This is an optimization exercise on Yosys and OpenROAD, whose aim is a short achievable clock period and few clock cycles per item, not a production implementation. Function was checked by simulation only, so behaviour that the tests miss may differ from the original. Power is estimated from default activity; no workload was simulated.

==> design/flow/design.v <==
package mhbs_pkg;
  localparam int unsigned HASH_W        = 32;
  localparam int unsigned CNT_W         = 5;
  localparam int unsigned IDX_W         = 4;
  localparam int unsigned KLEN_W        = 8;
  localparam logic [HASH_W-1:0] MIX_MUL    = 32'h5bd1_e995;
  localparam int unsigned       MIX_SHIFT  = 24;
  localparam int unsigned       FIN_SHIFT1 = 13;
  localparam int unsigned       FIN_SHIFT2 = 15;
  localparam logic [HASH_W-1:0] RESET_SEED    = 32'h1234_abcd;
  localparam logic [CNT_W-1:0]  RESET_SERVERS = 5'd2;
  localparam logic [CNT_W-1:0]  MAX_SERVERS   = 5'd16;
  localparam logic CFG_IDX_SEED    = 1'b0;
  localparam logic CFG_IDX_SERVERS = 1'b1;
  localparam int unsigned MOD_BITS   = 4;
  localparam int unsigned MOD_STAGES = HASH_W / MOD_BITS;
  function automatic logic [HASH_W-1:0] mul_m(logic [HASH_W-1:0] x);
    mul_m = x + (x << 2) + (x << 4) - (x << 7) + (x << 9) + (x << 11)
          - (x << 13) + (x << 17) + (x << 20) - (x << 22) - (x << 26)
          - (x << 29) + (x << 31);
  endfunction
  function automatic logic [IDX_W-1:0] mod_step(logic [IDX_W-1:0] rem,
                                                 logic bit_in,
                                                 logic [CNT_W-1:0] div);
    logic [CNT_W-1:0] t;
    t = {rem, bit_in};
    if (t >= div) begin
      t = t - div;
    end
    mod_step = t[IDX_W-1:0];
  endfunction
endpackage
module murmur2_hash_bucket_select (
  input  logic        clk,
  input  logic        rst_n,
  input  logic        in_valid,
  output logic        in_stall,
  input  logic [31:0] in_data_word,
  input  logic [2:0]  in_valid_bytes,
  input  logic        in_last_word,
  input  logic [7:0]  in_key_length,
  output logic        out_valid,
  input  logic        out_stall,
  output logic [3:0]  out_bucket,
  output logic [31:0] out_hash_value,
  input  logic        cfg_valid,
  output logic        cfg_ready,
  input  logic        cfg_index,
  input  logic [31:0] cfg_data
);
  localparam int W  = mhbs_pkg::HASH_W;
  localparam int NS = mhbs_pkg::MOD_STAGES;
  localparam int MB = mhbs_pkg::MOD_BITS;
  localparam int QD   = 48;           
  localparam int QA   = 6;
  localparam int RD   = 32;           
  localparam int RA   = 5;
  localparam int SQ_W = RA + 1;       
  localparam int RW   = 90;           
  localparam int QE_W = 32 + 3 + 1 + 1 + 8 + RA;
  logic [W-1:0]                 seed_r;
  logic [mhbs_pkg::CNT_W-1:0]   servers_r;
  logic [mhbs_pkg::CNT_W-1:0]   div_r;
  always_ff @(posedge clk) begin
    if (!rst_n) begin
      seed_r    <= mhbs_pkg::RESET_SEED;
      servers_r <= mhbs_pkg::RESET_SERVERS;
    end else if (cfg_valid) begin
      if (cfg_index == mhbs_pkg::CFG_IDX_SEED) seed_r <= cfg_data;
      else                                     servers_r <= cfg_data[mhbs_pkg::CNT_W-1:0];
    end
  end
  always_ff @(posedge clk) begin
    if (servers_r == '0)                        div_r <= mhbs_pkg::CNT_W'(1);
    else if (servers_r > mhbs_pkg::MAX_SERVERS) div_r <= mhbs_pkg::MAX_SERVERS;
    else                                        div_r <= servers_r;
  end
  assign cfg_ready = 1'b1;
  logic              in_stall_r;
  logic              in_acc;
  logic              in_key_r, cur_lane_r, pick_r;
  logic [SQ_W-1:0]   seq_r, head_r;
  logic [RA-1:0]     cur_seq_r;
  logic              lane_now;
  logic [RA-1:0]     seq_now;
  assign in_stall = in_stall_r;
  assign in_acc   = in_valid && !in_stall_r;
  assign lane_now = in_key_r ? cur_lane_r : pick_r;
  assign seq_now  = in_key_r ? cur_seq_r : seq_r[RA-1:0];
  logic              i0_v, i0_lane;
  logic [QE_W-1:0]   i0_d;
  always_ff @(posedge clk) begin
    if (!rst_n) begin
      i0_v     <= 1'b0;
      in_key_r <= 1'b0;
      seq_r    <= '0;
    end else begin
      i0_v <= in_acc;
      if (in_acc) begin
        in_key_r <= !in_last_word;
        if (!in_key_r) seq_r <= seq_r + 1'b1;
      end
    end
  end
  always_ff @(posedge clk) begin
    if (in_acc) begin
      cur_lane_r <= lane_now;
      cur_seq_r  <= seq_now;
    end
    i0_lane <= lane_now;
    i0_d    <= {seq_now, in_key_length, !in_key_r, in_last_word,
                in_valid_bytes, in_data_word};
  end
  logic [QE_W-1:0] q_mem0 [QD];
  logic [QE_W-1:0] q_mem1 [QD];
  logic [QA-1:0]   q_wp [2];
  logic [QA-1:0]   q_rp [2];
  logic [QA:0]     q_cnt [2];
  logic            ph_r;              
  logic            q_push [2];
  logic            q_pop  [2];
  for (genvar l = 0; l < 2; l++) begin : g_q
    assign q_push[l] = i0_v && (i0_lane == l);
    assign q_pop[l]  = (ph_r == l) && (q_cnt[l] != '0);
    always_ff @(posedge clk) begin
      if (!rst_n) begin
        q_wp[l]  <= '0;
        q_rp[l]  <= '0;
        q_cnt[l] <= '0;
      end else begin
        if (q_push[l]) q_wp[l] <= (q_wp[l] == QA'(QD - 1)) ? '0 : q_wp[l] + 1'b1;
        if (q_pop[l])  q_rp[l] <= (q_rp[l] == QA'(QD - 1)) ? '0 : q_rp[l] + 1'b1;
        q_cnt[l] <= q_cnt[l] + (q_push[l] ? 1'b1 : 1'b0) - (q_pop[l] ? 1'b1 : 1'b0);
      end
    end
  end
  always_ff @(posedge clk) begin
    if (q_push[0]) q_mem0[q_wp[0]] <= i0_d;
    if (q_push[1]) q_mem1[q_wp[1]] <= i0_d;
  end
  always_ff @(posedge clk) begin
    if (!rst_n) ph_r <= 1'b0;
    else        ph_r <= !ph_r;
  end
  logic [QA:0] occ0, occ1;
  logic        in_key_nxt, lane_nxt;
  assign occ0 = q_cnt[0] + ((i0_v && !i0_lane) ? 1'b1 : 1'b0);
  assign occ1 = q_cnt[1] + ((i0_v &&  i0_lane) ? 1'b1 : 1'b0);
  assign in_key_nxt = in_acc ? !in_last_word : in_key_r;
  assign lane_nxt   = in_acc ? lane_now : cur_lane_r;
  logic full0, full1, rob_full;
  assign full0    = (occ0 >= (QA+1)'(QD - 3));
  assign full1    = (occ1 >= (QA+1)'(QD - 3));
  assign rob_full = ((seq_r - head_r) >= SQ_W'(RD - 3));
  always_ff @(posedge clk) begin
    if (!rst_n) begin
      in_stall_r <= 1'b0;
      pick_r     <= 1'b0;
    end else begin
      if (in_key_nxt) in_stall_r <= lane_nxt ? full1 : full0;
      else            in_stall_r <= (full0 && full1) || rob_full;
      if (occ0 < occ1)      pick_r <= 1'b0;
      else if (occ1 < occ0) pick_r <= 1'b1;
      else                  pick_r <= !pick_r;
    end
  end
  logic            d0_v;
  logic [QE_W-1:0] d0_d;
  always_ff @(posedge clk) begin
    if (!rst_n) d0_v <= 1'b0;
    else        d0_v <= q_pop[0] || q_pop[1];
  end
  always_ff @(posedge clk) begin
    d0_d <= ph_r ? q_mem1[q_rp[1]] : q_mem0[q_rp[0]];
  end
  logic [W-1:0]  d0_w;
  logic [2:0]    d0_nb;
  logic          d0_last, d0_first;
  logic [7:0]    d0_klen;
  logic [RA-1:0] d0_seq;
  assign {d0_seq, d0_klen, d0_first, d0_last, d0_nb, d0_w} = d0_d;
  logic          d1_v, d1_blk, d1_tl, d1_last, d1_first;
  logic [W-1:0]  d1_w, d1_x;
  logic [7:0]    d1_klen;
  logic [RA-1:0] d1_seq;
  logic [W-1:0]  tmask;
  always_comb begin
    unique case (d0_nb[1:0])
      2'd1:    tmask = 32'h0000_00ff;
      2'd2:    tmask = 32'h0000_ffff;
      default: tmask = 32'h00ff_ffff;
    endcase
  end
  always_ff @(posedge clk) begin
    if (!rst_n) d1_v <= 1'b0;
    else        d1_v <= d0_v;
  end
  always_ff @(posedge clk) begin
    d1_w     <= d0_w;
    d1_blk   <= d0_nb[2];
    d1_tl    <= !d0_nb[2] && (d0_nb[1:0] != 2'd0);
    d1_x     <= (!d0_nb[2] && (d0_nb[1:0] != 2'd0)) ? (d0_w & tmask) : '0;
    d1_last  <= d0_last;
    d1_first <= d0_first;
    d1_klen  <= d0_klen;
    d1_seq   <= d0_seq;
  end
  logic          e_v   [1:5];
  logic          e_blk [1:5];
  logic          e_tl  [1:5];
  logic          e_last[1:5];
  logic          e_first[1:5];
  logic [W-1:0]  e_x   [1:5];
  logic [RA-1:0] e_seq [1:5];
  always_ff @(posedge clk) begin
    if (!rst_n) begin
      for (int i = 1; i <= 5; i++) e_v[i] <= 1'b0;
    end else begin
      e_v[1] <= d1_v;
      for (int i = 2; i <= 5; i++) e_v[i] <= e_v[i-1];
    end
  end
  always_ff @(posedge clk) begin
    e_blk[1]   <= d1_blk;
    e_tl[1]    <= d1_tl;
    e_last[1]  <= d1_last;
    e_first[1] <= d1_first;
    e_x[1]     <= d1_x;
    e_seq[1]   <= d1_seq;
    for (int i = 2; i <= 5; i++) begin
      e_blk[i]   <= e_blk[i-1];
      e_tl[i]    <= e_tl[i-1];
      e_last[i]  <= e_last[i-1];
      e_first[i] <= e_first[i-1];
      e_x[i]     <= e_x[i-1];
      e_seq[i]   <= e_seq[i-1];
    end
  end
  logic [RW-1:0] e1_kr, e4_kr, e4_ir, t1r, t4r, t5r;
  logic [W-1:0]  e2_k, e2_init, e3_t, e3_ix, e3_init, e4_init, e5_k, e5_p, e5_init;
  logic [7:0]    e1_klen;
  logic [W-1:0]  t2s, t2c, t5ks, t5kc, t5is, t5ic;
  mhbs_mul_lo u_e1 (.x(d1_w), .r(t1r));
  mhbs_mul_hi u_e2 (.r(e1_kr), .s(t2s), .c(t2c));
  mhbs_mul_lo u_e4k (.x(e3_t),  .r(t4r));
  mhbs_mul_lo u_e4i (.x(e3_ix), .r(t5r));
  mhbs_mul_hi u_e5k (.r(e4_kr), .s(t5ks), .c(t5kc));
  mhbs_mul_hi u_e5i (.r(e4_ir), .s(t5is), .c(t5ic));
  always_ff @(posedge clk) begin
    e1_kr   <= t1r;
    e1_klen <= d1_klen;
    e2_k    <= t2s + t2c;
    e2_init <= seed_r ^ W'(e1_klen);
    e3_t    <= e2_k ^ (e2_k >> mhbs_pkg::MIX_SHIFT);
    e3_ix   <= e2_init ^ e_x[2];
    e3_init <= e2_init;
    e4_kr   <= t4r;
    e4_ir   <= t5r;
    e4_init <= e3_init;
    e5_k    <= t5ks + t5kc;
    e5_p    <= t5is + t5ic;
    e5_init <= e4_init;
  end
  logic         e6_first, e6_mul, e6_last;
  logic [W-1:0] e6_y, e6_r;
  logic [RA-1:0] e6_seq;
  always_ff @(posedge clk) begin
    if (!rst_n) begin
      e6_first <= 1'b0;
      e6_mul   <= 1'b0;
      e6_last  <= 1'b0;
    end else begin
      e6_first <= e_v[5] && e_first[5];
      e6_mul   <= e_v[5] && (e_blk[5] || e_tl[5]);
      e6_last  <= e_v[5] && e_last[5];
    end
  end
  always_ff @(posedge clk) begin
    e6_y   <= (e_v[5] && e_blk[5]) ? e5_k : '0;
    e6_seq <= e_seq[5];
    if (e_blk[5])     e6_r <= e5_p ^ e5_k;
    else if (e_tl[5]) e6_r <= e5_p;
    else              e6_r <= e5_init;
  end
  logic [W-1:0]  hb_r;
  logic [RW-1:0] ra_rows, ra_rows_r;
  logic [W-1:0]  ra_hy, ra_y, ra_r;
  logic          ra_first, ra_mul, ra_last;
  logic [RA-1:0] ra_seq;
  mhbs_mul_lo u_lo (.x(hb_r), .r(ra_rows));
  always_ff @(posedge clk) begin
    if (!rst_n) begin
      ra_first <= 1'b0;
      ra_mul   <= 1'b0;
      ra_last  <= 1'b0;
    end else begin
      ra_first <= e6_first;
      ra_mul   <= e6_mul;
      ra_last  <= e6_last;
    end
  end
  always_ff @(posedge clk) begin
    ra_rows_r <= ra_rows;
    ra_hy     <= hb_r ^ e6_y;
    ra_y      <= e6_y;
    ra_r      <= e6_r;
    ra_seq    <= e6_seq;
  end
  logic [W-1:0] rb_s, rb_c, rb_p, hb_out, hb_nxt, xn;
  assign xn = e_v[5] ? e_x[5] : '0;
  mhbs_mul_hi u_hi (.r(ra_rows_r), .s(rb_s), .c(rb_c));
  assign rb_p = rb_s + rb_c;
  always_comb begin
    if (ra_first)    hb_out = ra_r;
    else if (ra_mul) hb_out = rb_p ^ ra_y;
    else             hb_out = ra_hy;
  end
  always_comb begin
    if (ra_first)    hb_nxt = ra_r ^ xn;
    else if (ra_mul) hb_nxt = rb_p ^ (ra_y ^ xn);
    else             hb_nxt = ra_hy ^ xn;
  end
  always_ff @(posedge clk) begin
    hb_r <= hb_nxt;
  end
  logic          fv [0:4];
  logic [RA-1:0] fq [0:4];
  logic [W-1:0]  fh0, ft1, fb3, fz4;
  logic [RW-1:0] fr2, tfr;
  logic [W-1:0]  tfs, tfc;
  always_ff @(posedge clk) begin
    if (!rst_n) begin
      for (int i = 0; i <= 4; i++) fv[i] <= 1'b0;
    end else begin
      fv[0] <= ra_last;
      for (int i = 1; i <= 4; i++) fv[i] <= fv[i-1];
    end
  end
  mhbs_mul_lo u_f2 (.x(ft1), .r(tfr));
  mhbs_mul_hi u_f3 (.r(fr2), .s(tfs), .c(tfc));
  always_ff @(posedge clk) begin
    fq[0] <= ra_seq;
    for (int i = 1; i <= 4; i++) fq[i] <= fq[i-1];
    fh0 <= hb_out;
    ft1 <= fh0 ^ (fh0 >> mhbs_pkg::FIN_SHIFT1);
    fr2 <= tfr;
    fb3 <= tfs + tfc;
    fz4 <= fb3 ^ (fb3 >> mhbs_pkg::FIN_SHIFT2);
  end
  logic [7:0] dmul_r [1:15];
  always_ff @(posedge clk) begin
    for (int q = 1; q < 16; q++) dmul_r[q] <= 8'(q) * 8'(div_r);
  end
  logic                       rv  [NS+1];
  logic [W-1:0]               rh  [NS+1];
  logic [mhbs_pkg::IDX_W-1:0] rr  [NS+1];
  logic [RA-1:0]              rq  [NS+1];
  assign rv[0] = fv[4];
  assign rh[0] = fz4;
  assign rr[0] = '0;
  assign rq[0] = fq[4];
  for (genvar s = 0; s < NS; s++) begin : g_mod
    logic [7:0]  t;
    logic [15:0] ge;
    logic [3:0]  nrem;
    always_comb begin
      t = {rr[s], rh[s][W-1-s*MB -: MB]};
      ge[0] = 1'b1;
      for (int q = 1; q < 16; q++) ge[q] = (t >= dmul_r[q]);
      nrem = ge[1] ? '0 : t[3:0];
      for (int q = 1; q < 16; q++) begin
        if (ge[q] && (q == 15 || !ge[(q+1) % 16])) nrem = nrem | (t[3:0] - dmul_r[q][3:0]);
      end
    end
    always_ff @(posedge clk) begin
      if (!rst_n) rv[s+1] <= 1'b0;
      else        rv[s+1] <= rv[s];
    end
    always_ff @(posedge clk) begin
      rh[s+1] <= rh[s];
      rr[s+1] <= nrem;
      rq[s+1] <= rq[s];
    end
  end
  logic [W+mhbs_pkg::IDX_W-1:0] rob_mem [RD];
  logic [RD-1:0]                rob_v;
  logic                         pf_v;
  logic [W+mhbs_pkg::IDX_W-1:0] pf_d;
  logic                         out_valid_r;
  logic [mhbs_pkg::IDX_W-1:0]   out_idx_r;
  logic [W-1:0]                 out_hash_r;
  logic                         load, pf_free, head_v, take;
  assign load    = !out_valid_r || !out_stall;
  assign pf_free = !pf_v || load;
  assign head_v  = rob_v[head_r[RA-1:0]];
  assign take    = pf_free && head_v;
  always_ff @(posedge clk) begin
    if (!rst_n) begin
      rob_v       <= '0;
      head_r      <= '0;
      pf_v        <= 1'b0;
      out_valid_r <= 1'b0;
    end else begin
      for (int i = 0; i < RD; i++) begin
        if (rv[NS] && (rq[NS] == RA'(i)))             rob_v[i] <= 1'b1;
        else if (take && (head_r[RA-1:0] == RA'(i)))  rob_v[i] <= 1'b0;
      end
      if (take)    head_r <= head_r + 1'b1;
      if (pf_free) pf_v <= head_v;
      if (load)    out_valid_r <= pf_v;
    end
  end
  always_ff @(posedge clk) begin
    if (rv[NS])  rob_mem[rq[NS]] <= {rr[NS], rh[NS]};
    if (pf_free) pf_d <= rob_mem[head_r[RA-1:0]];
    if (load)    {out_idx_r, out_hash_r} <= pf_d;
  end
  assign out_valid      = out_valid_r;
  assign out_bucket     = out_idx_r;
  assign out_hash_value = out_hash_r;
endmodule
module mhbs_mul_lo (
  input  logic [31:0] x,
  output logic [89:0] r
);
  logic t1;
  logic t2;
  logic t3;
  logic t4;
  logic t5;
  logic t6;
  logic t7;
  logic t8;
  logic t9;
  logic t10;
  logic t11;
  logic t12;
  logic t13;
  logic t14;
  logic t15;
  logic t16;
  logic t17;
  logic t18;
  logic t19;
  logic t20;
  logic t21;
  logic t22;
  logic t23;
  logic t24;
  logic t25;
  logic t26;
  logic t27;
  logic t28;
  logic t29;
  logic t30;
  logic t31;
  logic t32;
  logic t33;
  logic t34;
  logic t35;
  logic t36;
  logic t37;
  logic t38;
  logic t39;
  logic t40;
  logic t41;
  logic t42;
  logic t43;
  logic t44;
  logic t45;
  logic t46;
  logic t47;
  logic t48;
  logic t49;
  logic t50;
  logic t51;
  logic t52;
  logic t53;
  logic t54;
  logic t55;
  logic t56;
  logic t57;
  logic t58;
  logic t59;
  logic t60;
  logic t61;
  logic t62;
  logic t63;
  logic t64;
  logic t65;
  logic t66;
  logic t67;
  logic t68;
  logic t69;
  logic t70;
  logic t71;
  logic t72;
  logic t73;
  logic t74;
  logic t75;
  logic t76;
  logic t77;
  logic t78;
  logic t79;
  logic t80;
  logic t81;
  logic t82;
  logic t83;
  logic t84;
  logic t85;
  logic t86;
  logic t87;
  logic t88;
  logic t89;
  logic t90;
  logic t91;
  logic t92;
  logic t93;
  logic t94;
  logic t95;
  logic t96;
  logic t97;
  logic t98;
  logic t99;
  logic t100;
  logic t101;
  logic t102;
  logic t103;
  logic t104;
  logic t105;
  logic t106;
  logic t107;
  logic t108;
  logic t109;
  logic t110;
  logic t111;
  logic t112;
  logic t113;
  logic t114;
  logic t115;
  logic t116;
  logic t117;
  logic t118;
  logic t119;
  logic t120;
  logic t121;
  logic t122;
  logic t123;
  logic t124;
  logic t125;
  logic t126;
  logic t127;
  logic t128;
  logic t129;
  logic t130;
  logic t131;
  logic t132;
  logic t133;
  logic t134;
  logic t135;
  logic t136;
  logic t137;
  logic t138;
  logic t139;
  logic t140;
  logic t141;
  logic t142;
  logic t143;
  logic t144;
  logic t145;
  logic t146;
  logic t147;
  logic t148;
  logic t149;
  logic t150;
  logic t151;
  logic t152;
  logic t153;
  logic t154;
  logic t155;
  logic t156;
  logic t157;
  logic t158;
  logic t159;
  logic t160;
  logic t161;
  logic t162;
  logic t163;
  logic t164;
  logic t165;
  logic t166;
  logic t167;
  logic t168;
  logic t169;
  logic t170;
  logic t171;
  logic t172;
  logic t173;
  logic t174;
  logic t175;
  logic t176;
  logic t177;
  logic t178;
  logic t179;
  logic t180;
  logic t181;
  logic t182;
  logic t183;
  logic t184;
  logic t185;
  logic t186;
  logic t187;
  logic t188;
  logic t189;
  logic t190;
  logic t191;
  logic t192;
  logic t193;
  logic t194;
  logic t195;
  logic t196;
  logic t197;
  logic t198;
  logic t199;
  logic t200;
  logic t201;
  logic t202;
  logic t203;
  logic t204;
  logic t205;
  logic t206;
  logic t207;
  logic t208;
  logic t209;
  logic t210;
  logic t211;
  logic t212;
  logic t213;
  logic t214;
  logic t215;
  logic t216;
  logic t217;
  logic t218;
  logic t219;
  logic t220;
  logic t221;
  logic t222;
  logic t223;
  logic t224;
  logic t225;
  logic t226;
  logic t227;
  logic t228;
  logic t229;
  logic t230;
  logic t231;
  logic t232;
  logic t233;
  logic t234;
  logic t235;
  logic t236;
  logic t237;
  logic t238;
  logic t239;
  logic t240;
  logic t241;
  logic t242;
  logic t243;
  logic t244;
  logic t245;
  logic t246;
  logic t247;
  logic t248;
  logic t249;
  logic t250;
  logic t251;
  logic t252;
  logic t253;
  logic t254;
  logic t255;
  logic t256;
  logic t257;
  logic t258;
  logic t259;
  logic t260;
  logic t261;
  logic t262;
  logic t263;
  logic t264;
  logic t265;
  logic t266;
  logic t267;
  logic t268;
  logic t269;
  logic t270;
  logic t271;
  logic t272;
  logic t273;
  logic t274;
  assign t1 = x[22] ^ x[20] ^ x[18];
  assign t2 = (x[22] & x[20]) | (x[22] & x[18]) | (x[20] & x[18]);
  assign t3 = x[23] ^ x[21] ^ x[19];
  assign t4 = (x[23] & x[21]) | (x[23] & x[19]) | (x[21] & x[19]);
  assign t5 = x[24] ^ x[22] ^ x[20];
  assign t6 = (x[24] & x[22]) | (x[24] & x[20]) | (x[22] & x[20]);
  assign t7 = x[25] ^ x[23] ^ x[21];
  assign t8 = (x[25] & x[23]) | (x[25] & x[21]) | (x[23] & x[21]);
  assign t9 = x[26] ^ x[24] ^ x[22];
  assign t10 = (x[26] & x[24]) | (x[26] & x[22]) | (x[24] & x[22]);
  assign t11 = ~x[19] ^ x[17] ^ x[15];
  assign t12 = (~x[19] & x[17]) | (~x[19] & x[15]) | (x[17] & x[15]);
  assign t13 = x[27] ^ x[25] ^ x[23];
  assign t14 = (x[27] & x[25]) | (x[27] & x[23]) | (x[25] & x[23]);
  assign t15 = ~x[20] ^ x[18] ^ x[16];
  assign t16 = (~x[20] & x[18]) | (~x[20] & x[16]) | (x[18] & x[16]);
  assign t17 = x[28] ^ x[26] ^ x[24];
  assign t18 = (x[28] & x[26]) | (x[28] & x[24]) | (x[26] & x[24]);
  assign t19 = ~x[21] ^ x[19] ^ x[17];
  assign t20 = (~x[21] & x[19]) | (~x[21] & x[17]) | (x[19] & x[17]);
  assign t21 = x[29] ^ x[27] ^ x[25];
  assign t22 = (x[29] & x[27]) | (x[29] & x[25]) | (x[27] & x[25]);
  assign t23 = ~x[22] ^ x[20] ^ x[18];
  assign t24 = (~x[22] & x[20]) | (~x[22] & x[18]) | (x[20] & x[18]);
  assign t25 = ~x[16] ^ x[12] ^ x[9];
  assign t26 = (~x[16] & x[12]) | (~x[16] & x[9]) | (x[12] & x[9]);
  assign t27 = x[30] ^ x[28] ^ x[26];
  assign t28 = (x[30] & x[28]) | (x[30] & x[26]) | (x[28] & x[26]);
  assign t29 = ~x[23] ^ x[21] ^ x[19];
  assign t30 = (~x[23] & x[21]) | (~x[23] & x[19]) | (x[21] & x[19]);
  assign t31 = ~x[17] ^ x[13] ^ x[10];
  assign t32 = (~x[17] & x[13]) | (~x[17] & x[10]) | (x[13] & x[10]);
  assign t33 = x[31] ^ x[29] ^ x[27];
  assign t34 = (x[31] & x[29]) | (x[31] & x[27]) | (x[29] & x[27]);
  assign t35 = ~x[24] ^ x[22] ^ x[20];
  assign t36 = (~x[24] & x[22]) | (~x[24] & x[20]) | (x[22] & x[20]);
  assign t37 = ~x[18] ^ x[14] ^ x[11];
  assign t38 = (~x[18] & x[14]) | (~x[18] & x[11]) | (x[14] & x[11]);
  assign t39 = ~x[9] ^ ~x[5];
  assign t40 = ~x[9] & ~x[5];
  assign t41 = x[13] ^ x[11] ^ x[9];
  assign t42 = (x[13] & x[11]) | (x[13] & x[9]) | (x[11] & x[9]);
  assign t43 = x[14] ^ x[12] ^ x[10];
  assign t44 = (x[14] & x[12]) | (x[14] & x[10]) | (x[12] & x[10]);
  assign t45 = x[15] ^ x[13] ^ x[11];
  assign t46 = (x[15] & x[13]) | (x[15] & x[11]) | (x[13] & x[11]);
  assign t47 = x[16] ^ x[14] ^ x[12];
  assign t48 = (x[16] & x[14]) | (x[16] & x[12]) | (x[14] & x[12]);
  assign t49 = x[17] ^ x[15] ^ x[13];
  assign t50 = (x[17] & x[15]) | (x[17] & x[13]) | (x[15] & x[13]);
  assign t51 = ~x[10] ^ x[8];
  assign t52 = ~x[10] & x[8];
  assign t53 = x[18] ^ x[16] ^ x[14];
  assign t54 = (x[18] & x[16]) | (x[18] & x[14]) | (x[16] & x[14]);
  assign t55 = ~x[11] ^ x[9] ^ x[7];
  assign t56 = (~x[11] & x[9]) | (~x[11] & x[7]) | (x[9] & x[7]);
  assign t57 = x[19] ^ x[17] ^ x[15];
  assign t58 = (x[19] & x[17]) | (x[19] & x[15]) | (x[17] & x[15]);
  assign t59 = ~x[12] ^ x[10] ^ x[8];
  assign t60 = (~x[12] & x[10]) | (~x[12] & x[8]) | (x[10] & x[8]);
  assign t61 = x[20] ^ x[18] ^ x[16];
  assign t62 = (x[20] & x[18]) | (x[20] & x[16]) | (x[18] & x[16]);
  assign t63 = ~x[13] ^ x[11] ^ x[9];
  assign t64 = (~x[13] & x[11]) | (~x[13] & x[9]) | (x[11] & x[9]);
  assign t65 = ~x[7] ^ x[3];
  assign t66 = ~x[7] & x[3];
  assign t67 = x[21] ^ x[19] ^ x[17];
  assign t68 = (x[21] & x[19]) | (x[21] & x[17]) | (x[19] & x[17]);
  assign t69 = ~x[14] ^ x[12] ^ x[10];
  assign t70 = (~x[14] & x[12]) | (~x[14] & x[10]) | (x[12] & x[10]);
  assign t71 = ~x[8] ^ x[4] ^ x[1];
  assign t72 = (~x[8] & x[4]) | (~x[8] & x[1]) | (x[4] & x[1]);
  assign t73 = t1 ^ ~x[15] ^ x[13];
  assign t74 = (t1 & ~x[15]) | (t1 & x[13]) | (~x[15] & x[13]);
  assign t75 = x[11] ^ ~x[9] ^ x[5];
  assign t76 = (x[11] & ~x[9]) | (x[11] & x[5]) | (~x[9] & x[5]);
  assign t77 = x[2] ^ ~x[0] ^ 1'b1;
  assign t78 = (x[2] & ~x[0]) | (x[2] & 1'b1) | (~x[0] & 1'b1);
  assign t79 = t3 ^ ~x[16] ^ x[14];
  assign t80 = (t3 & ~x[16]) | (t3 & x[14]) | (~x[16] & x[14]);
  assign t81 = x[12] ^ ~x[10] ^ x[6];
  assign t82 = (x[12] & ~x[10]) | (x[12] & x[6]) | (~x[10] & x[6]);
  assign t83 = x[3] ^ ~x[1] ^ t2;
  assign t84 = (x[3] & ~x[1]) | (x[3] & t2) | (~x[1] & t2);
  assign t85 = t5 ^ ~x[17] ^ x[15];
  assign t86 = (t5 & ~x[17]) | (t5 & x[15]) | (~x[17] & x[15]);
  assign t87 = x[13] ^ ~x[11] ^ x[7];
  assign t88 = (x[13] & ~x[11]) | (x[13] & x[7]) | (~x[11] & x[7]);
  assign t89 = x[4] ^ ~x[2] ^ t4;
  assign t90 = (x[4] & ~x[2]) | (x[4] & t4) | (~x[2] & t4);
  assign t91 = t7 ^ ~x[18] ^ x[16];
  assign t92 = (t7 & ~x[18]) | (t7 & x[16]) | (~x[18] & x[16]);
  assign t93 = x[14] ^ ~x[12] ^ x[8];
  assign t94 = (x[14] & ~x[12]) | (x[14] & x[8]) | (~x[12] & x[8]);
  assign t95 = x[5] ^ ~x[3] ^ t6;
  assign t96 = (x[5] & ~x[3]) | (x[5] & t6) | (~x[3] & t6);
  assign t97 = t9 ^ t11 ^ ~x[13];
  assign t98 = (t9 & t11) | (t9 & ~x[13]) | (t11 & ~x[13]);
  assign t99 = x[9] ^ x[6] ^ ~x[4];
  assign t100 = (x[9] & x[6]) | (x[9] & ~x[4]) | (x[6] & ~x[4]);
  assign t101 = ~x[0] ^ 1'b1 ^ t8;
  assign t102 = (~x[0] & 1'b1) | (~x[0] & t8) | (1'b1 & t8);
  assign t103 = t13 ^ t15 ^ ~x[14];
  assign t104 = (t13 & t15) | (t13 & ~x[14]) | (t15 & ~x[14]);
  assign t105 = x[10] ^ x[7] ^ ~x[5];
  assign t106 = (x[10] & x[7]) | (x[10] & ~x[5]) | (x[7] & ~x[5]);
  assign t107 = ~x[1] ^ t10 ^ t12;
  assign t108 = (~x[1] & t10) | (~x[1] & t12) | (t10 & t12);
  assign t109 = t17 ^ t19 ^ ~x[15];
  assign t110 = (t17 & t19) | (t17 & ~x[15]) | (t19 & ~x[15]);
  assign t111 = x[11] ^ x[8] ^ ~x[6];
  assign t112 = (x[11] & x[8]) | (x[11] & ~x[6]) | (x[8] & ~x[6]);
  assign t113 = ~x[2] ^ t14 ^ t16;
  assign t114 = (~x[2] & t14) | (~x[2] & t16) | (t14 & t16);
  assign t115 = t21 ^ t23 ^ t25;
  assign t116 = (t21 & t23) | (t21 & t25) | (t23 & t25);
  assign t117 = ~x[7] ^ ~x[3] ^ ~x[0];
  assign t118 = (~x[7] & ~x[3]) | (~x[7] & ~x[0]) | (~x[3] & ~x[0]);
  assign t119 = 1'b1 ^ t18 ^ t20;
  assign t120 = (1'b1 & t18) | (1'b1 & t20) | (t18 & t20);
  assign t121 = t27 ^ t29 ^ t31;
  assign t122 = (t27 & t29) | (t27 & t31) | (t29 & t31);
  assign t123 = ~x[8] ^ ~x[4] ^ ~x[1];
  assign t124 = (~x[8] & ~x[4]) | (~x[8] & ~x[1]) | (~x[4] & ~x[1]);
  assign t125 = t22 ^ t24 ^ t26;
  assign t126 = (t22 & t24) | (t22 & t26) | (t24 & t26);
  assign t127 = t33 ^ t35 ^ t37;
  assign t128 = (t33 & t35) | (t33 & t37) | (t35 & t37);
  assign t129 = t39 ^ ~x[2] ^ x[0];
  assign t130 = (t39 & ~x[2]) | (t39 & x[0]) | (~x[2] & x[0]);
  assign t131 = t28 ^ t30 ^ t32;
  assign t132 = (t28 & t30) | (t28 & t32) | (t30 & t32);
  assign t133 = x[7] ^ x[5];
  assign t134 = x[7] & x[5];
  assign t135 = x[8] ^ x[6];
  assign t136 = x[8] & x[6];
  assign t137 = x[9] ^ x[7] ^ x[5];
  assign t138 = (x[9] & x[7]) | (x[9] & x[5]) | (x[7] & x[5]);
  assign t139 = x[10] ^ x[8] ^ x[6];
  assign t140 = (x[10] & x[8]) | (x[10] & x[6]) | (x[8] & x[6]);
  assign t141 = x[11] ^ x[9] ^ x[7];
  assign t142 = (x[11] & x[9]) | (x[11] & x[7]) | (x[9] & x[7]);
  assign t143 = ~x[4] ^ x[2];
  assign t144 = ~x[4] & x[2];
  assign t145 = x[12] ^ x[10] ^ x[8];
  assign t146 = (x[12] & x[10]) | (x[12] & x[8]) | (x[10] & x[8]);
  assign t147 = ~x[5] ^ x[3] ^ x[1];
  assign t148 = (~x[5] & x[3]) | (~x[5] & x[1]) | (x[3] & x[1]);
  assign t149 = t41 ^ ~x[6] ^ x[4];
  assign t150 = (t41 & ~x[6]) | (t41 & x[4]) | (~x[6] & x[4]);
  assign t151 = x[2] ^ ~x[0] ^ 1'b1;
  assign t152 = (x[2] & ~x[0]) | (x[2] & 1'b1) | (~x[0] & 1'b1);
  assign t153 = t43 ^ ~x[7] ^ x[5];
  assign t154 = (t43 & ~x[7]) | (t43 & x[5]) | (~x[7] & x[5]);
  assign t155 = x[3] ^ ~x[1] ^ t42;
  assign t156 = (x[3] & ~x[1]) | (x[3] & t42) | (~x[1] & t42);
  assign t157 = t45 ^ ~x[8] ^ x[6];
  assign t158 = (t45 & ~x[8]) | (t45 & x[6]) | (~x[8] & x[6]);
  assign t159 = x[4] ^ ~x[2] ^ t44;
  assign t160 = (x[4] & ~x[2]) | (x[4] & t44) | (~x[2] & t44);
  assign t161 = t47 ^ ~x[9] ^ x[7];
  assign t162 = (t47 & ~x[9]) | (t47 & x[7]) | (~x[9] & x[7]);
  assign t163 = x[5] ^ ~x[3] ^ t46;
  assign t164 = (x[5] & ~x[3]) | (x[5] & t46) | (~x[3] & t46);
  assign t165 = t49 ^ t51 ^ x[6];
  assign t166 = (t49 & t51) | (t49 & x[6]) | (t51 & x[6]);
  assign t167 = ~x[4] ^ x[0] ^ t48;
  assign t168 = (~x[4] & x[0]) | (~x[4] & t48) | (x[0] & t48);
  assign t169 = t53 ^ t55 ^ ~x[5];
  assign t170 = (t53 & t55) | (t53 & ~x[5]) | (t55 & ~x[5]);
  assign t171 = x[1] ^ t50 ^ t52;
  assign t172 = (x[1] & t50) | (x[1] & t52) | (t50 & t52);
  assign t173 = t57 ^ t59 ^ ~x[6];
  assign t174 = (t57 & t59) | (t57 & ~x[6]) | (t59 & ~x[6]);
  assign t175 = x[2] ^ t54 ^ t56;
  assign t176 = (x[2] & t54) | (x[2] & t56) | (t54 & t56);
  assign t177 = t61 ^ t63 ^ t65;
  assign t178 = (t61 & t63) | (t61 & t65) | (t63 & t65);
  assign t179 = x[0] ^ t58 ^ t60;
  assign t180 = (x[0] & t58) | (x[0] & t60) | (t58 & t60);
  assign t181 = t67 ^ t69 ^ t71;
  assign t182 = (t67 & t69) | (t67 & t71) | (t69 & t71);
  assign t183 = t62 ^ t64 ^ t66;
  assign t184 = (t62 & t64) | (t62 & t66) | (t64 & t66);
  assign t185 = t73 ^ t75 ^ t77;
  assign t186 = (t73 & t75) | (t73 & t77) | (t75 & t77);
  assign t187 = t68 ^ t70 ^ t72;
  assign t188 = (t68 & t70) | (t68 & t72) | (t70 & t72);
  assign t189 = t79 ^ t81 ^ t83;
  assign t190 = (t79 & t81) | (t79 & t83) | (t81 & t83);
  assign t191 = t74 ^ t76 ^ t78;
  assign t192 = (t74 & t76) | (t74 & t78) | (t76 & t78);
  assign t193 = t85 ^ t87 ^ t89;
  assign t194 = (t85 & t87) | (t85 & t89) | (t87 & t89);
  assign t195 = t80 ^ t82 ^ t84;
  assign t196 = (t80 & t82) | (t80 & t84) | (t82 & t84);
  assign t197 = t91 ^ t93 ^ t95;
  assign t198 = (t91 & t93) | (t91 & t95) | (t93 & t95);
  assign t199 = t86 ^ t88 ^ t90;
  assign t200 = (t86 & t88) | (t86 & t90) | (t88 & t90);
  assign t201 = t97 ^ t99 ^ t101;
  assign t202 = (t97 & t99) | (t97 & t101) | (t99 & t101);
  assign t203 = t92 ^ t94 ^ t96;
  assign t204 = (t92 & t94) | (t92 & t96) | (t94 & t96);
  assign t205 = t103 ^ t105 ^ t107;
  assign t206 = (t103 & t105) | (t103 & t107) | (t105 & t107);
  assign t207 = t98 ^ t100 ^ t102;
  assign t208 = (t98 & t100) | (t98 & t102) | (t100 & t102);
  assign t209 = t109 ^ t111 ^ t113;
  assign t210 = (t109 & t111) | (t109 & t113) | (t111 & t113);
  assign t211 = t104 ^ t106 ^ t108;
  assign t212 = (t104 & t106) | (t104 & t108) | (t106 & t108);
  assign t213 = t115 ^ t117 ^ t119;
  assign t214 = (t115 & t117) | (t115 & t119) | (t117 & t119);
  assign t215 = t110 ^ t112 ^ t114;
  assign t216 = (t110 & t112) | (t110 & t114) | (t112 & t114);
  assign t217 = t121 ^ t123 ^ t125;
  assign t218 = (t121 & t123) | (t121 & t125) | (t123 & t125);
  assign t219 = t116 ^ t118 ^ t120;
  assign t220 = (t116 & t118) | (t116 & t120) | (t118 & t120);
  assign t221 = t127 ^ t129 ^ t131;
  assign t222 = (t127 & t129) | (t127 & t131) | (t129 & t131);
  assign t223 = t122 ^ t124 ^ t126;
  assign t224 = (t122 & t124) | (t122 & t126) | (t124 & t126);
  assign t225 = t133 ^ x[3];
  assign t226 = t133 & x[3];
  assign t227 = t135 ^ x[4] ^ ~x[1];
  assign t228 = (t135 & x[4]) | (t135 & ~x[1]) | (x[4] & ~x[1]);
  assign t229 = t137 ^ ~x[2] ^ x[0];
  assign t230 = (t137 & ~x[2]) | (t137 & x[0]) | (~x[2] & x[0]);
  assign t231 = t139 ^ ~x[3] ^ x[1];
  assign t232 = (t139 & ~x[3]) | (t139 & x[1]) | (~x[3] & x[1]);
  assign t233 = t141 ^ t143 ^ x[0];
  assign t234 = (t141 & t143) | (t141 & x[0]) | (t143 & x[0]);
  assign t235 = t145 ^ t147 ^ t142;
  assign t236 = (t145 & t147) | (t145 & t142) | (t147 & t142);
  assign t237 = t149 ^ t151 ^ t146;
  assign t238 = (t149 & t151) | (t149 & t146) | (t151 & t146);
  assign t239 = t153 ^ t155 ^ t150;
  assign t240 = (t153 & t155) | (t153 & t150) | (t155 & t150);
  assign t241 = t157 ^ t159 ^ t154;
  assign t242 = (t157 & t159) | (t157 & t154) | (t159 & t154);
  assign t243 = t161 ^ t163 ^ t158;
  assign t244 = (t161 & t163) | (t161 & t158) | (t163 & t158);
  assign t245 = t165 ^ t167 ^ t162;
  assign t246 = (t165 & t167) | (t165 & t162) | (t167 & t162);
  assign t247 = t169 ^ t171 ^ t166;
  assign t248 = (t169 & t171) | (t169 & t166) | (t171 & t166);
  assign t249 = t173 ^ t175 ^ t170;
  assign t250 = (t173 & t175) | (t173 & t170) | (t175 & t170);
  assign t251 = t177 ^ t179 ^ t174;
  assign t252 = (t177 & t179) | (t177 & t174) | (t179 & t174);
  assign t253 = t181 ^ t183 ^ t178;
  assign t254 = (t181 & t183) | (t181 & t178) | (t183 & t178);
  assign t255 = t185 ^ t187 ^ t182;
  assign t256 = (t185 & t187) | (t185 & t182) | (t187 & t182);
  assign t257 = t189 ^ t191 ^ t186;
  assign t258 = (t189 & t191) | (t189 & t186) | (t191 & t186);
  assign t259 = t193 ^ t195 ^ t190;
  assign t260 = (t193 & t195) | (t193 & t190) | (t195 & t190);
  assign t261 = t197 ^ t199 ^ t194;
  assign t262 = (t197 & t199) | (t197 & t194) | (t199 & t194);
  assign t263 = t201 ^ t203 ^ t198;
  assign t264 = (t201 & t203) | (t201 & t198) | (t203 & t198);
  assign t265 = t205 ^ t207 ^ t202;
  assign t266 = (t205 & t207) | (t205 & t202) | (t207 & t202);
  assign t267 = t209 ^ t211 ^ t206;
  assign t268 = (t209 & t211) | (t209 & t206) | (t211 & t206);
  assign t269 = t213 ^ t215 ^ t210;
  assign t270 = (t213 & t215) | (t213 & t210) | (t215 & t210);
  assign t271 = t217 ^ t219 ^ t214;
  assign t272 = (t217 & t219) | (t217 & t214) | (t219 & t214);
  assign t273 = t221 ^ t223 ^ t218;
  assign t274 = (t221 & t223) | (t221 & t218) | (t223 & t218);
  assign r[0] = x[0];
  assign r[1] = x[1];
  assign r[2] = x[2];
  assign r[3] = x[0];
  assign r[4] = x[3];
  assign r[5] = x[1];
  assign r[6] = x[4];
  assign r[7] = x[2];
  assign r[8] = x[0];
  assign r[9] = x[5];
  assign r[10] = x[3];
  assign r[11] = x[1];
  assign r[12] = x[6];
  assign r[13] = x[4];
  assign r[14] = x[2];
  assign r[15] = t225;
  assign r[16] = ~x[0];
  assign r[17] = 1'b1;
  assign r[18] = t227;
  assign r[19] = t134;
  assign r[20] = t226;
  assign r[21] = t229;
  assign r[22] = t136;
  assign r[23] = t228;
  assign r[24] = t231;
  assign r[25] = t138;
  assign r[26] = t230;
  assign r[27] = t233;
  assign r[28] = t140;
  assign r[29] = t232;
  assign r[30] = t235;
  assign r[31] = t144;
  assign r[32] = t234;
  assign r[33] = t237;
  assign r[34] = t148;
  assign r[35] = t236;
  assign r[36] = t239;
  assign r[37] = t152;
  assign r[38] = t238;
  assign r[39] = t241;
  assign r[40] = t156;
  assign r[41] = t240;
  assign r[42] = t243;
  assign r[43] = t160;
  assign r[44] = t242;
  assign r[45] = t245;
  assign r[46] = t164;
  assign r[47] = t244;
  assign r[48] = t247;
  assign r[49] = t168;
  assign r[50] = t246;
  assign r[51] = t249;
  assign r[52] = t172;
  assign r[53] = t248;
  assign r[54] = t251;
  assign r[55] = t176;
  assign r[56] = t250;
  assign r[57] = t253;
  assign r[58] = t180;
  assign r[59] = t252;
  assign r[60] = t255;
  assign r[61] = t184;
  assign r[62] = t254;
  assign r[63] = t257;
  assign r[64] = t188;
  assign r[65] = t256;
  assign r[66] = t259;
  assign r[67] = t192;
  assign r[68] = t258;
  assign r[69] = t261;
  assign r[70] = t196;
  assign r[71] = t260;
  assign r[72] = t263;
  assign r[73] = t200;
  assign r[74] = t262;
  assign r[75] = t265;
  assign r[76] = t204;
  assign r[77] = t264;
  assign r[78] = t267;
  assign r[79] = t208;
  assign r[80] = t266;
  assign r[81] = t269;
  assign r[82] = t212;
  assign r[83] = t268;
  assign r[84] = t271;
  assign r[85] = t216;
  assign r[86] = t270;
  assign r[87] = t273;
  assign r[88] = t220;
  assign r[89] = t272;
endmodule
module mhbs_mul_hi (
  input  logic [89:0] r,
  output logic [31:0] s,
  output logic [31:0] c
);
  logic t1;
  logic t2;
  logic t3;
  logic t4;
  logic t5;
  logic t6;
  logic t7;
  logic t8;
  logic t9;
  logic t10;
  logic t11;
  logic t12;
  logic t13;
  logic t14;
  logic t15;
  logic t16;
  logic t17;
  logic t18;
  logic t19;
  logic t20;
  logic t21;
  logic t22;
  logic t23;
  logic t24;
  logic t25;
  logic t26;
  logic t27;
  logic t28;
  logic t29;
  logic t30;
  logic t31;
  logic t32;
  logic t33;
  logic t34;
  logic t35;
  logic t36;
  logic t37;
  logic t38;
  logic t39;
  logic t40;
  logic t41;
  logic t42;
  logic t43;
  logic t44;
  logic t45;
  logic t46;
  logic t47;
  logic t48;
  logic t49;
  logic t50;
  logic t51;
  logic t52;
  logic t53;
  logic t54;
  logic t55;
  logic t56;
  assign t1 = r[6] ^ r[7];
  assign t2 = r[6] & r[7];
  assign t3 = r[9] ^ r[10] ^ r[11];
  assign t4 = (r[9] & r[10]) | (r[9] & r[11]) | (r[10] & r[11]);
  assign t5 = r[12] ^ r[13] ^ r[14];
  assign t6 = (r[12] & r[13]) | (r[12] & r[14]) | (r[13] & r[14]);
  assign t7 = r[15] ^ r[16] ^ r[17];
  assign t8 = (r[15] & r[16]) | (r[15] & r[17]) | (r[16] & r[17]);
  assign t9 = r[18] ^ r[19] ^ r[20];
  assign t10 = (r[18] & r[19]) | (r[18] & r[20]) | (r[19] & r[20]);
  assign t11 = r[21] ^ r[22] ^ r[23];
  assign t12 = (r[21] & r[22]) | (r[21] & r[23]) | (r[22] & r[23]);
  assign t13 = r[24] ^ r[25] ^ r[26];
  assign t14 = (r[24] & r[25]) | (r[24] & r[26]) | (r[25] & r[26]);
  assign t15 = r[27] ^ r[28] ^ r[29];
  assign t16 = (r[27] & r[28]) | (r[27] & r[29]) | (r[28] & r[29]);
  assign t17 = r[30] ^ r[31] ^ r[32];
  assign t18 = (r[30] & r[31]) | (r[30] & r[32]) | (r[31] & r[32]);
  assign t19 = r[33] ^ r[34] ^ r[35];
  assign t20 = (r[33] & r[34]) | (r[33] & r[35]) | (r[34] & r[35]);
  assign t21 = r[36] ^ r[37] ^ r[38];
  assign t22 = (r[36] & r[37]) | (r[36] & r[38]) | (r[37] & r[38]);
  assign t23 = r[39] ^ r[40] ^ r[41];
  assign t24 = (r[39] & r[40]) | (r[39] & r[41]) | (r[40] & r[41]);
  assign t25 = r[42] ^ r[43] ^ r[44];
  assign t26 = (r[42] & r[43]) | (r[42] & r[44]) | (r[43] & r[44]);
  assign t27 = r[45] ^ r[46] ^ r[47];
  assign t28 = (r[45] & r[46]) | (r[45] & r[47]) | (r[46] & r[47]);
  assign t29 = r[48] ^ r[49] ^ r[50];
  assign t30 = (r[48] & r[49]) | (r[48] & r[50]) | (r[49] & r[50]);
  assign t31 = r[51] ^ r[52] ^ r[53];
  assign t32 = (r[51] & r[52]) | (r[51] & r[53]) | (r[52] & r[53]);
  assign t33 = r[54] ^ r[55] ^ r[56];
  assign t34 = (r[54] & r[55]) | (r[54] & r[56]) | (r[55] & r[56]);
  assign t35 = r[57] ^ r[58] ^ r[59];
  assign t36 = (r[57] & r[58]) | (r[57] & r[59]) | (r[58] & r[59]);
  assign t37 = r[60] ^ r[61] ^ r[62];
  assign t38 = (r[60] & r[61]) | (r[60] & r[62]) | (r[61] & r[62]);
  assign t39 = r[63] ^ r[64] ^ r[65];
  assign t40 = (r[63] & r[64]) | (r[63] & r[65]) | (r[64] & r[65]);
  assign t41 = r[66] ^ r[67] ^ r[68];
  assign t42 = (r[66] & r[67]) | (r[66] & r[68]) | (r[67] & r[68]);
  assign t43 = r[69] ^ r[70] ^ r[71];
  assign t44 = (r[69] & r[70]) | (r[69] & r[71]) | (r[70] & r[71]);
  assign t45 = r[72] ^ r[73] ^ r[74];
  assign t46 = (r[72] & r[73]) | (r[72] & r[74]) | (r[73] & r[74]);
  assign t47 = r[75] ^ r[76] ^ r[77];
  assign t48 = (r[75] & r[76]) | (r[75] & r[77]) | (r[76] & r[77]);
  assign t49 = r[78] ^ r[79] ^ r[80];
  assign t50 = (r[78] & r[79]) | (r[78] & r[80]) | (r[79] & r[80]);
  assign t51 = r[81] ^ r[82] ^ r[83];
  assign t52 = (r[81] & r[82]) | (r[81] & r[83]) | (r[82] & r[83]);
  assign t53 = r[84] ^ r[85] ^ r[86];
  assign t54 = (r[84] & r[85]) | (r[84] & r[86]) | (r[85] & r[86]);
  assign t55 = r[87] ^ r[88] ^ r[89];
  assign t56 = (r[87] & r[88]) | (r[87] & r[89]) | (r[88] & r[89]);
  assign s[0] = r[0];
  assign c[0] = 1'b0;
  assign s[1] = r[1];
  assign c[1] = 1'b0;
  assign s[2] = r[2];
  assign c[2] = r[3];
  assign s[3] = r[4];
  assign c[3] = r[5];
  assign s[4] = t1;
  assign c[4] = r[8];
  assign s[5] = t3;
  assign c[5] = t2;
  assign s[6] = t5;
  assign c[6] = t4;
  assign s[7] = t7;
  assign c[7] = t6;
  assign s[8] = t9;
  assign c[8] = t8;
  assign s[9] = t11;
  assign c[9] = t10;
  assign s[10] = t13;
  assign c[10] = t12;
  assign s[11] = t15;
  assign c[11] = t14;
  assign s[12] = t17;
  assign c[12] = t16;
  assign s[13] = t19;
  assign c[13] = t18;
  assign s[14] = t21;
  assign c[14] = t20;
  assign s[15] = t23;
  assign c[15] = t22;
  assign s[16] = t25;
  assign c[16] = t24;
  assign s[17] = t27;
  assign c[17] = t26;
  assign s[18] = t29;
  assign c[18] = t28;
  assign s[19] = t31;
  assign c[19] = t30;
  assign s[20] = t33;
  assign c[20] = t32;
  assign s[21] = t35;
  assign c[21] = t34;
  assign s[22] = t37;
  assign c[22] = t36;
  assign s[23] = t39;
  assign c[23] = t38;
  assign s[24] = t41;
  assign c[24] = t40;
  assign s[25] = t43;
  assign c[25] = t42;
  assign s[26] = t45;
  assign c[26] = t44;
  assign s[27] = t47;
  assign c[27] = t46;
  assign s[28] = t49;
  assign c[28] = t48;
  assign s[29] = t51;
  assign c[29] = t50;
  assign s[30] = t53;
  assign c[30] = t52;
  assign s[31] = t55;
  assign c[31] = t54;
endmodule
==> design/flow/flow/run.sh <==
#!/bin/bash
set -euo pipefail
bash standard.sh SETUP_SLACK_MARGIN=5.7 finish > standard_make.log 2>&1
==> design/flow/standard.sh <==
#!/bin/bash
# synth_recipe.tcl (not shown) runs the flow's synth.tcl, then flattens the netlist and writes it again
# the make line also repeats each setting of config.mk as NAME=value (left out here)
make -C /OpenROAD-flow-scripts/flow DESIGN_CONFIG=/design/flow/config.mk WORK_HOME=/design/flow/orfs CLKGATE_MAP_FILE= SYNTH_SCRIPT=/design/flow/synth_recipe.tcl "${@:-finish}"
==> design/flow/config.mk <==
export PLATFORM = sky130hd
export DESIGN_NAME = murmur2_hash_bucket_select
export DESIGN_NICKNAME = murmur2_hash_bucket_select
export VERILOG_FILES = /design/flow/design.v
export SDC_FILE = /design/flow/constraint.sdc
export NUM_CORES = 4
export LEC_CHECK = 0
export CAP_MARGIN = 20
export CORE_MARGIN = 2
export CORE_UTILIZATION = 55
export SETUP_SLACK_MARGIN = 5
export SLEW_MARGIN = 20
==> design/flow/constraint.sdc <==
create_clock -name core_clock -period 9.0 [get_ports {clk}]
set_input_delay 1.8000 -clock core_clock [delete_from_list [all_inputs] [get_ports {clk}]]
set_output_delay 1.8000 -clock core_clock [all_outputs]
set_load 0.01 [all_outputs]
==> results of run 1 <==
[cell usage in the layout (no fill, tap or decap), types with 43 or more instances in the layout]
cell                n
clkdlybuf4s50_1    80
ha_1              865
a211oi_1           56
clkinv_1           93
xor2_1            230
dfxtp_4            75
mux4_2           1869
clkinv_2          138
bufinv_16          48
mux2i_1            87
and3_1             51
clkbuf_8           91
a21o_1            189
inv_1             909
buf_4             391
o21ai_0           228
nand2b_1           62
xnor2_1           354
a21oi_1           421
buf_16             43
o21a_1            122
nor3_1             71
diode_2            64
edfxtp_1         6029
fa_1              770
nand3_1            87
dfxtp_2            60
nand2_1           547
clkbuf_16         812
nor2b_1            92
o21ai_1           155
clkbuf_1          195
nor2_4            105
buf_6              55
nor2_1            284
dfxtp_1          1785
and2_1             71
[sequential cells by signal, indices dropped and copies added (netlist names), 36 cells and up, named ones only]
register   cells
q_mem0      2400
q_mem1      2400
rob_mem     1152
rh           256
e_x          120
e1_kr         81
e4_ir         81
e4_kr         81
fr2           81
ra_rows_r     81
d0_d          50
i0_d          50
dmul_r        43
rq            40
pf_d          36
[stage by stage]
step | power, W | area [µm²] | cells | utilization [%] | hold slack, ps
global placement | 0.0897 | 330000 | 24500 | 57.3 | 310
detailed placement | 0.0900 | 331000 | 24500 | 57.4 | 312
finish | 0.125 | 362000 | 26200 | 62.8 | 276
floorplan | 0.0764 | 318000 | 16800 | - | 310
CTS | 0.125 | 360000 | 26100 | 62.4 | 279
global route | 0.132 | 362000 | 26200 | 62.8 | 296
[layout make-up]
type                       count  area, µm²
inverter                     946       3590
timing repair inverter         1       7.51
sequential                  7949     220000
clock inverter               386       4090
multi-input combinational   7387      94800
timing repair buffer         697       7720
antenna                       64        160
tap                         7727       9670
fill                       40300     214000
clock buffer                1086      22000
[how the worst max path moves through the flow]
stage	from	endpoint	slack, ps	cells after the start
floorplan	i0_v	q_mem0[15][0]	5150	6
finish	out_hash_r[1]	out_hash_value[1]	5430	1
CTS	flop	d0_d[37]	5290	9
detailed placement	flop	d0_d[37]	3930	8
global route	out_hash_r[1]	out_hash_value[1]	5360	1
global placement	flop	d0_d[37]	3930	8
[kinds of logic after synthesis]
kind of cell               Yosys count
DFF                               7949
muxes                             1990
xor gates and xnor gates           589
other                                1
adders and majority gates         1678
and+or+nand+nor                   1539
buffers and inverters             1499
AOI/OAI and AO/OA                 1584
[power breakdown]
part	total (W)	switching, W	leakage (nW)	internal (W)
sequential	0.0484	0.00401	70.4	0.0444
clock	0.0328	0.0142	12.8	0.0186
combinational	0.0435	0.0236	40.2	0.0198
total	0.125	0.0418	123	0.0828
[repair_timing]
action,in CTS,in global routing
pin swaps,73,91
gates resized for setup,530,230
buffers inserted,84,68
endpoints found under the hold margin,0,0
gates cloned,35,12
endpoints found under the setup margin,1846,881
[cell usage after synthesis (all sizes together) (45+ instances only)]
master   count  share of area (%)
nor2       392               0.46
o21a       123               0.29
xor2       230               0.63
a211oi      66               0.16
nand3       91               0.14
mux4      1869                 13
a21o       190               0.45
fa         783                4.9
clkbuf     367               0.43
nor2b       96               0.19
buf        186               0.27
inv        945                1.1
a2111oi     45               0.13
nand2      570               0.67
mux2i      117               0.37
nor3        75               0.12
ha         895                3.5
o21ai      412               0.65
dfxtp     1920                 12
xnor2      359               0.99
a21oi      473               0.75
edfxtp    6029                 57
and2        73               0.14
nand2b      63               0.12
and3        52               0.10
[layer usage]
| metal | vias up | GRT usage [%] | part of all wire, % |
|---|---|---|---|
| li1 | 67200 | - | - |
| met1 | 86000 | 42.9 | 41 |
| met2 | 6874 | 47.6 | 48 |
| met3 | 1212 | 4.10 | 7.7 |
| met4 | 8 | 8.05 | 3.2 |
| met5 | - | 0 | 0.0045 |
==> impl_metrics.json, run 1 <==
{
  "hold_class": "flop to flop",
  "totalWireLength_mm": 869,
  "synth_fa_ha_area_share_pct": 8.46,
  "min_path_cells": 0,
  "synthCells": 16800,
  "rsz0062_at_grt": "yes",
  "grt_first_pass_wirelength_mm": 1210,
  "synth_warnings": 20,
  "start_kind": "flop",
  "rrSetupSlack_ps": 5470,
  "grt_usage_pct": 29.5,
  "postSynthAreaPerCell_um2": 18.9,
  "yosysSeqAreaShare_pct": 69.1,
  "die_h_um": 764,
  "num_rows": 279,
  "p_leak_nw": 123,
  "synth_nets": 18600,
  "layout-drive-gt1-share_pct": 23.0,
  "netlist_area_um2": 318000,
  "synth_edf_count": 6029,
  "finalCriticalPeriod_ps": 3570,
  "synth_async_sr_flop_share_pct": 0,
  "cts-root-buf": "clkbuf_16",
  "path_max_fanout": 1,
  "critPathRequiredTime_ps": 7200,
  "grt_max_degree": 143,
  "cts_buffers": 787,
  "r2r_cells": 9,
  "nNetsFinal": 19500,
  "firstDrtPassIters": 6,
  "wl_per_cell_um": 33.1,
  "critPathKind": "flop to output port",
  "dp_hpwl_mm": 485,
  "synth_mux_area_share_pct": 13.6,
  "cts_max_level": 6,
  "synth-main-ff-cell": "edfxtp_1",
  "worstPathBufferInverterCount": 1,
  "cts_buffer_depth": 4,
  "slowest_delay_ps": 490,
  "setup_viol": 0,
  "critPathTopFamily": "flip-flops",
  "vdd_ir_drop_max_mv": 0.332,
  "ant_nets": 0,
  "dieArea_um2": 584000,
  "placeableCoreArea_um2": 576000,
  "fin_ws_ps": 5430,
  "worstPathArrival_ps": 1770,
  "whs_endpoint": "rh[1][21]",
  "synth_seq_cells": 7949,
  "path_clk_slew_ps": 60,
  "slew_headroom_pct": 19.0,
  "fmax_mhz": 280,
  "drv_cap": 0,
  "setup_tns_ps": 0,
  "cts_hold_buf": 0,
  "die-width_um": 764,
  "first_global_vias": 161000,
  "cpMaxStageDelayCell": "edfxtp_1",
  "cts_tree": "built",
  "finalCritPeriodShare_pct": 39.7,
  "cts.sinks": 7949,
  "power_density_nw_per_um2": 344,
  "drtIter0Drc": 18800,
  "synthSimpleGateAreaFrac_pct": 2.24,
  "hold_start": "fz4[21]",
  "tightest_slew_ps": 1210,
  "initial_core_util_pct": 55.1,
  "worstReg2RegEnd": "d0_d[37]",
  "hold_viol_final": 0,
  "crit_path_end_kind": "output port",
  "place_congestion": 0.864,
  "drc": 0,
  "portBuffers": 119,
  "drv_slew": 0,
  "run_status": "complete, no violations",
  "finClkSkew_ps": 90.2,
  "syn2layout_area_growth_pct": 13.9,
  "io_pins": 121,
  "grt-ovfl-total": 0,
  "synthXorXnorAreaFrac_pct": 1.62,
  "synth_compound_area_share_pct": 3.13,
  "cp_cell_sequence": "buf_2",
  "vias": 161000,
  "antenna_found_initial": 47,
  "ys_types": 92,
  "avgViaCountPerCell": 6.15,
  "synth_top_family_by_area": "multiplexers",
  "clock_latency_ps": 1120,
  "place_ws_ps": 3930
}
Testbench counts, summed over its fixed seeds: cycles 20,755, keys 3,000.
==> inputs of run 2 (changes only) <==
--- a/design/flow/design.v
+++ b/design/flow/design.v
@@ -386,11 +386,13 @@
   logic [RD-1:0]                rob_v;
   logic                         pf_v;
   logic [W+mhbs_pkg::IDX_W-1:0] pf_d;
+  logic                         cur_v;
+  logic [W+mhbs_pkg::IDX_W-1:0] cur_d;
   logic                         out_valid_r;
   logic [mhbs_pkg::IDX_W-1:0]   out_idx_r;
   logic [W-1:0]                 out_hash_r;
   logic                         load, pf_free, head_v, take;
-  assign load    = !out_valid_r || !out_stall;
+  assign load    = !cur_v || !out_stall;
   assign pf_free = !pf_v || load;
   assign head_v  = rob_v[head_r[RA-1:0]];
   assign take    = pf_free && head_v;
@@ -399,6 +401,7 @@
       rob_v       <= '0;
       head_r      <= '0;
       pf_v        <= 1'b0;
+      cur_v       <= 1'b0;
       out_valid_r <= 1'b0;
     end else begin
       for (int i = 0; i < RD; i++) begin
@@ -407,13 +410,15 @@
       end
       if (take)    head_r <= head_r + 1'b1;
       if (pf_free) pf_v <= head_v;
-      if (load)    out_valid_r <= pf_v;
+      cur_v       <= load ? pf_v : out_valid_r;
+      out_valid_r <= load ? pf_v : cur_v;
     end
   end
   always_ff @(posedge clk) begin
     if (rv[NS])  rob_mem[rq[NS]] <= {rr[NS], rh[NS]};
     if (pf_free) pf_d <= rob_mem[head_r[RA-1:0]];
-    if (load)    {out_idx_r, out_hash_r} <= pf_d;
+    cur_d                   <= load ? pf_d : {out_idx_r, out_hash_r};
+    {out_idx_r, out_hash_r} <= load ? pf_d : cur_d;
   end
   assign out_valid      = out_valid_r;
   assign out_bucket     = out_idx_r;
==> run 2 against run 1 <==
  * Wire length rose by 0.96%
  * Critical path type unchanged
  * Final cell count rose by 1.3%
  * Flip-flop and latch count rose by 37
  * Power rose by 0.41%
  * Clock power barely moved
  * Worst hold slack improved by 16 ps
  * Non-clock buffer count rose by 58
  * Sequential power barely moved
  * Still clean
  * Sequential share of layout area fell by 0.30 points
  * Count of clock-buffer cells in the layout fell by 9
  * Setup slack improved by 93 ps
==> impl_metrics.json, run 2 <==
{
  "final_cell_mix": "5993 x edfxtp_1, 1869 x mux4_2, 1812 x dfxtp_1",
  "dp_hpwl_mm": 493,
  "netlist.area_leader.share_pct": 56.5,
  "drtIter0Drc": 18700,
  "critPathKind": "flop to output port",
  "hold_class": "flop to flop",
  "design_area_um2": 364000,
  "ys_types": 95,
  "grt-ovfl-total": 0,
  "vdd_ir_drop_max_mv": 0.357,
  "totalWireLength_mm": 877,
  "run_status": "complete, no violations",
  "layout-drive-gt1-share_pct": 23.2,
  "portBuffers": 119,
  "min_path_cells": 0,
  "place_congestion": 0.889,
  "netlist_area_um2": 319000,
  "grt_first_pass_wirelength_mm": 1230,
  "synthCells": 17100,
  "setup_tns_ps": 0,
  "synth-main-ff-cell": "edfxtp_1",
  "power.total_w": 0.125,
  "slowest_delay_ps": 450,
  "whs_endpoint": "ra_r[19]",
  "antenna_found_initial": 60,
  "worstPathArrival_ps": 1680,
  "rsz0062_at_grt": "yes",
  "critPathTopFamily": "flip-flops",
  "wl_per_cell_um": 33.0,
  "start_kind": "flop",
  "crit_path_end_kind": "output port",
  "critPathRequiredTime_ps": 7200,
  "hold_viol_final": 0,
  "final_core_util_pct": 63.1,
  "nNetsFinal": 19800,
  "yosysSeqAreaShare_pct": 69.0,
  "finalCriticalPeriod_ps": 3480,
  "path_clk_slew_ps": 60,
  "fmax_mhz": 287,
  "synth_async_sr_flop_share_pct": 0,
  "cp_cell_sequence": "buf_6",
  "p_leak_nw": 124,
  "regToRegStartpoint": "fr2[9]",
  "num_rows": 279,
  "die-width_um": 765,
  "power_density_nw_per_um2": 343,
  "syn2layout_area_growth_pct": 14.4,
  "tightest_slew_ps": 1180,
  "first_global_vias": 163000,
  "firstDrtPassIters": 8,
  "drc": 0,
  "avgViaCountPerCell": 6.14,
  "initial_core_util_pct": 55.2,
  "dpl_cell_area_um2": 332000,
  "drv_cap": 0,
  "cts_buffer_depth": 4,
  "grt_max_degree": 110,
  "cts_max_level": 6,
  "synth_area_leader_cell": "edfxtp_1",
  "io_pins": 121,
  "path_max_fanout": 2,
  "r2r_cells": 13,
  "synth_seq_cells": 7986,
  "cpMaxStageDelayCell": "dfxtp_4",
  "hold_start": "e6_r[19]",
  "rrSetupSlack_ps": 5700,
  "vias": 163000,
  "synth_commonest_cells": "5993 x edfxtp_1, 1993 x dfxtp_1, 1869 x mux4_2",
  "yosysMostFrequentCell": "edfxtp_1",
  "synth_nets": 18800,
  "synthTopCellsByArea": "edfxtp_1 56%, mux4_2 13%, dfxtp_1 13%, fa_1 4.9%, ha_1 3.5%",
  "cts_tree": "built",
  "postSynthAreaPerCell_um2": 18.7,
  "worstPathBufferInverterCount": 1,
  "dieArea_um2": 586000,
  "drv_slew": 0,
  "synth_warnings": 20,
  "cts-root-buf": "clkbuf_16",
  "cts.sinks": 7986,
  "timing.hold.ws_ps": 292,
  "ant_nets": 0,
  "grt_usage_pct": 29.7,
  "synth_edf_count": 5993,
  "final_common_cell": "edfxtp_1",
  "finClkSkew_ps": 83.0,
  "die_h_um": 765,
  "placeableCoreArea_um2": 577000,
  "finalCritPeriodShare_pct": 38.7,
  "cts_hold_buf": 0,
  "slew_headroom_pct": 21.4,
  "setup_viol": 0,
  "clock_latency_ps": 1140,
  "worstReg2RegEnd": "fb3[28]",
  "cts_buffers": 793
}
run 2: cell types whose count changed after synthesis, sizes merged, moves of 13 or more:
cell | previous run | this run
a21o | 190 | 173
xor2 | 230 | 207
dfxtp | 1920 | 1993
xnor2 | 359 | 376
nand2 | 570 | 765
inv | 945 | 930
buf | 186 | 199
edfxtp | 6029 | 5993
o21ai | 412 | 384
nor2 | 392 | 455
o21a | 123 | 138
run 2: how the worst max path moves through the flow:
stage | cells past startpoint | startpoint | end
2_1_floorplan | 6 | i0_v | q_mem0[15][0]
3_3_place_gp | 8 | flop | d0_d[4]
3_5_place_dp | 8 | flop | d0_d[41]
4_1_cts | 6 | i0_v | q_mem0[11][28]
5_1_grt | 1 | in_stall_r | in_stall
6_report | 1 | in_stall_r | in_stall
run 2: layout make-up:
class | instances | area, µm²
diodes | 103 | 258
clock buffers | 1077 | 22100
clock inverters | 397 | 4180
fillers | 40700 | 213000
inverters | 930 | 3550
multi-input cells | 7605 | 95700
flip-flops and latches | 7986 | 220000
well taps | 7727 | 9670
repair buffers | 755 | 8750
repair inverters | 1 | 7.51
run 2: metrics by stage:
step	cells	setup slack, ps
after floorplan	17100	5160
after global placement	24700	4040
after detailed placement	24700	4050
after CTS	26400	5370
after global routing	26600	5470
final	26600	5520
run 2: layer usage:
layer	routed length, µm	track usage (%)
met2	416000	47.3
met5	67	0
met3	68700	4.14
met4	26500	8.04
met1	366000	43.8
run 2: logic make-up after synthesis:
kind of cell,Yosys count,synth area share [%]
buffers and inverters,1494,1.80
AND/OR/NAND/NOR,1788,2.51
XOR/XNOR,583,1.60
flip-flops,7986,69.0
AO/OA/AOI/OAI,1555,3.08
other,1,0.00118
adder cells (fa/ha/maj),1678,8.43
multiplexers,1991,13.6
run 2: what timing repair did:
| item | in CTS | in global routing |
|---|---|---|
| gates cloned | 40 | 19 |
| setup buffers | 127 | 81 |
| endpoints found under the setup margin | 2191 | 1075 |
| hold endpoints to repair | 0 | 0 |
| pin swaps | 104 | 54 |
| resized for setup | 606 | 211 |
run 2: report_power, final:
group          internal [W]  total, W  switching, W  leakage [nW]
sequential           0.0445    0.0485       0.00395          70.6
clock                0.0189    0.0331        0.0142          12.8
combinational        0.0198    0.0436        0.0238          41.0
Testbench counts of run 2, summed over its fixed seeds: cycles 20,755, keys 3,000.

-- separate check: timing with driven ports --
The results above use ideal ports. As a check the final layouts listed here were re-extracted and re-timed, cells and wires unchanged. Step 1 sets driving cells, clkbuf_16 on the clock port and buf_2 on the other inputs (assumed; they add their load-dependent delay and slew). Step 2, shift: input delay + t, output delay - t, t = (earliest + latest rising clock arrival at the registers) / 2. This alone moves slack from input paths to output paths. Slacks: ideal ports / drivers / drivers and shift; pairs: ideal ports / drivers.
run	t, ns	setup slack, ns	cell pins on the clock port's net
run 1	1.212	5.428 / 5.300 / 4.669	1
run 2	1.240	5.521 / 5.376 / 4.791	1
After both steps every run listed still meets setup and hold. For run 1, which loses most, drivers alone change the setup slack by -0.128 ns; drivers and shift together by -0.759 ns.
